Context: an optimization exercise on an open-source flow, tuned for small area. The choices shown serve that exercise and are no tape-out recipe.
No activity file was given, so power comes from the tool's default toggle rates.

==> flow/design.v <==
package boreal_ledger_pkg;
  localparam logic [31:0] LEDGER_CHAIN_SEED = 32'hB0EA_1000;
  localparam int COMMITTED_BIT = 0;
  localparam int POLICY_LSB    = 1;
  localparam int NONCE_LSB     = 33;
  localparam int OPCODE_LSB    = 65;
  localparam int ENTRY_W       = 97;
  function automatic logic [31:0] ledger_chain_mix(
    input logic [31:0] chain,
    input logic [31:0] seq,
    input logic [31:0] opcode,
    input logic [31:0] nonce,
    input logic [31:0] policy_hash,
    input logic        committed
  );
    ledger_chain_mix = {chain[26:0], chain[31:27]} ^ seq ^ opcode ^ nonce ^ policy_hash
           ^ {31'b0, committed};
  endfunction
endpackage
import boreal_ledger_pkg::*;
module boreal_ledger_mem
#(
  parameter int DEPTH = 16,
  parameter int AW    = $clog2(DEPTH)
) (
  input  logic               clk,
  input  logic               wr_en,
  input  logic [AW-1:0]      wr_addr,
  input  logic [ENTRY_W-1:0] wr_data,
  input  logic [DEPTH-1:0]   rd_sel,
  output logic [ENTRY_W-1:0] rd_data
);
  logic [ENTRY_W-1:0] mem [DEPTH];
  always_ff @(posedge clk) begin
    if (wr_en) begin
      mem[wr_addr] <= wr_data;
    end
  end
  always_comb begin
    rd_data = '0;
    for (int i = 0; i < DEPTH; i++) begin
      rd_data = rd_data | ({ENTRY_W{rd_sel[i]}} & mem[i]);
    end
  end
endmodule
import boreal_ledger_pkg::*;
module boreal_ledger
#(
  parameter int DEPTH = 16,
  parameter int AW    = $clog2(DEPTH)
) (
  input  logic          clk,
  input  logic          rst,
  input  logic          ledger_wr_en,
  input  logic [31:0]   wr_opcode,
  input  logic [31:0]   wr_nonce,
  input  logic          wr_committed,
  input  logic [31:0]   wr_policy_hash,
  input  logic          rd_ready,
  output logic          rd_valid,
  output logic [31:0]   rd_seq,
  output logic [31:0]   rd_opcode,
  output logic [31:0]   rd_nonce,
  output logic [31:0]   rd_policy_hash,
  output logic          rd_committed,
  output logic [31:0]   rd_chain,
  output logic [AW:0]   ledger_count,
  output logic          ledger_full,
  output logic          overflow,
  output logic [15:0]   drop_count,
  output logic [31:0]   chain_head
);
  logic [31:0]        seq_ctr;
  logic [DEPTH-1:0]   rd_sel;
  logic               pop;
  logic               wr_accept;
  logic [31:0]        chain_next;
  logic [AW:0]        count_next;
  logic [ENTRY_W-1:0] wr_data;
  logic [ENTRY_W-1:0] rd_data;
  assign pop = rd_valid && rd_ready;
  assign wr_accept = ledger_wr_en && (!ledger_count[AW] || pop);
  assign chain_next = boreal_ledger_pkg::ledger_chain_mix(chain_head, seq_ctr, wr_opcode,
                                       wr_nonce, wr_policy_hash,
                                       wr_committed);
  assign wr_data = {wr_opcode, wr_nonce, wr_policy_hash, wr_committed};
  always_comb begin
    count_next = ledger_count;
    case ({wr_accept, pop})
      2'b10:   count_next = ledger_count + 1'b1;
      2'b01:   count_next = ledger_count - 1'b1;
      default: count_next = ledger_count;
    endcase
  end
  always_ff @(posedge clk) begin
    if (rst) begin
      seq_ctr      <= '0;
      chain_head   <= LEDGER_CHAIN_SEED;
      ledger_count <= '0;
      overflow     <= 1'b0;
      drop_count   <= '0;
    end else begin
      if (wr_accept) begin
        seq_ctr    <= seq_ctr + 32'd1;
        chain_head <= chain_next;
      end else if (ledger_wr_en) begin
        overflow <= 1'b1;
        if (drop_count != 16'hFFFF) begin
          drop_count <= drop_count + 16'd1;
        end
      end
      ledger_count <= count_next;
    end
  end
  assign ledger_full = ledger_count[AW];
  always_ff @(posedge clk) begin
    if (rst) begin
      rd_valid   <= 1'b0;
      rd_chain   <= LEDGER_CHAIN_SEED;
      rd_sel     <= DEPTH'(1);
    end else if (!rd_valid) begin
      if (ledger_count != '0) begin
        rd_valid <= 1'b1;
        rd_chain <= boreal_ledger_pkg::ledger_chain_mix(rd_chain, rd_seq, rd_opcode,
                                       rd_nonce, rd_policy_hash,
                                       rd_committed);
      end
    end else if (rd_ready) begin
      rd_valid   <= 1'b0;
      rd_sel     <= {rd_sel[DEPTH-2:0], rd_sel[DEPTH-1]};
    end
  end
  assign rd_seq = seq_ctr - {{(31-AW){1'b0}}, ledger_count};
  boreal_ledger_mem #(
    .DEPTH (DEPTH),
    .AW    (AW)
  ) u_mem (
    .clk     (clk),
    .wr_en   (wr_accept),
    .wr_addr (seq_ctr[AW-1:0]),
    .wr_data (wr_data),
    .rd_sel  (rd_sel),
    .rd_data (rd_data)
  );
  assign rd_opcode      = rd_data[OPCODE_LSB +: 32];
  assign rd_nonce       = rd_data[NONCE_LSB +: 32];
  assign rd_policy_hash = rd_data[POLICY_LSB +: 32];
  assign rd_committed   = rd_data[COMMITTED_BIT];
endmodule
==> flow/config.mk <==
export PLATFORM = sky130hd
export DESIGN_NAME = boreal_ledger
export DESIGN_NICKNAME = boreal_ledger
export VERILOG_FILES = /design/flow/design.v
export SDC_FILE = /design/flow/constraint.sdc
export NUM_CORES = 4
export LEC_CHECK = 0
export CAP_MARGIN = 20
export CORE_MARGIN = 2
export CORE_UTILIZATION = 40
export SLEW_MARGIN = 20
==> flow/constraint.sdc <==
create_clock -name core_clock -period 5.0 [get_ports {clk}]
set_input_delay 1.0000 -clock core_clock [delete_from_list [all_inputs] [get_ports {clk}]]
set_output_delay 1.0000 -clock core_clock [all_outputs]
set_load 0.01 [all_outputs]
run.sh (not shown) runs the stock make flow with config.mk's settings and CLKGATE_MAP_FILE= SYNTH_SCRIPT=/design/flow/synth_recipe.tcl, a recipe that flattens the netlist after the stock synthesis.
Rerun with:
--- a/flow/design.v
+++ b/flow/design.v
@@ -68,12 +68,13 @@
   output logic          ledger_full,
   output logic          overflow,
   output logic [15:0]   drop_count,
   output logic [31:0]   chain_head
 );
   logic [31:0]        seq_ctr;
+  logic [31:0]        prev_chain;
   logic [DEPTH-1:0]   rd_sel;
   logic               pop;
   logic               wr_accept;
   logic [31:0]        chain_next;
   logic [AW:0]        count_next;
   logic [ENTRY_W-1:0] wr_data;
@@ -113,23 +114,21 @@
     end
   end
   assign ledger_full = ledger_count[AW];
   always_ff @(posedge clk) begin
     if (rst) begin
       rd_valid   <= 1'b0;
-      rd_chain   <= LEDGER_CHAIN_SEED;
+      prev_chain <= LEDGER_CHAIN_SEED;
       rd_sel     <= DEPTH'(1);
     end else if (!rd_valid) begin
       if (ledger_count != '0) begin
         rd_valid <= 1'b1;
-        rd_chain <= boreal_ledger_pkg::ledger_chain_mix(rd_chain, rd_seq, rd_opcode,
-                                       rd_nonce, rd_policy_hash,
-                                       rd_committed);
       end
     end else if (rd_ready) begin
       rd_valid   <= 1'b0;
+      prev_chain <= rd_chain;
       rd_sel     <= {rd_sel[DEPTH-2:0], rd_sel[DEPTH-1]};
     end
   end
   assign rd_seq = seq_ctr - {{(31-AW){1'b0}}, ledger_count};
   boreal_ledger_mem #(
     .DEPTH (DEPTH),
@@ -143,7 +142,10 @@
     .rd_data (rd_data)
   );
   assign rd_opcode      = rd_data[OPCODE_LSB +: 32];
   assign rd_nonce       = rd_data[NONCE_LSB +: 32];
   assign rd_policy_hash = rd_data[POLICY_LSB +: 32];
   assign rd_committed   = rd_data[COMMITTED_BIT];
+  assign rd_chain       = boreal_ledger_pkg::ledger_chain_mix(prev_chain, rd_seq, rd_opcode,
+                                       rd_nonce, rd_policy_hash,
+                                       rd_committed);
 endmodule
=> The changed run produced a clean layout. Via count climbs by about 3%. Cell area climbs by about 3%. Die area barely changes. First-iteration DRC count is about the same. Register-to-register slack gains 0.48 ns. Clock-buffer cell count drops by 5. Sequential power is about the same. Wire length climbs by 5.3%. Worst setup slack loses 0.012 ns. Worst hold slack loses 0.024 ns. Non-clock buffer count climbs by 159. Global-route usage climbs by 1.3 points. Clock power stays flat. Power climbs by 8.7%.
No functional check of the RTL was part of any run of this note.

[port drivers added, routing unchanged]
No port has a modelled driver above. Below, the same layouts with a new extraction and two added sets of constraints. Step 1 assumes that a clkbuf_16 drives the clock port and a buf_2 every other input. Step 2 also shifts input and output timing later by t, the mid clock arrival at the registers, as if the neighbouring blocks saw the same clock. Slacks: ideal ports / drivers / drivers and shift; pairs: ideal ports / drivers.
run	t, ns	setup slack, ns	worst slew at a driven data input, ns
the first run	0.890	0.080 / -0.008 / 0.848	0.18
the second run	0.879	0.068 / -0.017 / 0.862	0.20
After both steps setup and hold are still met in every run listed.
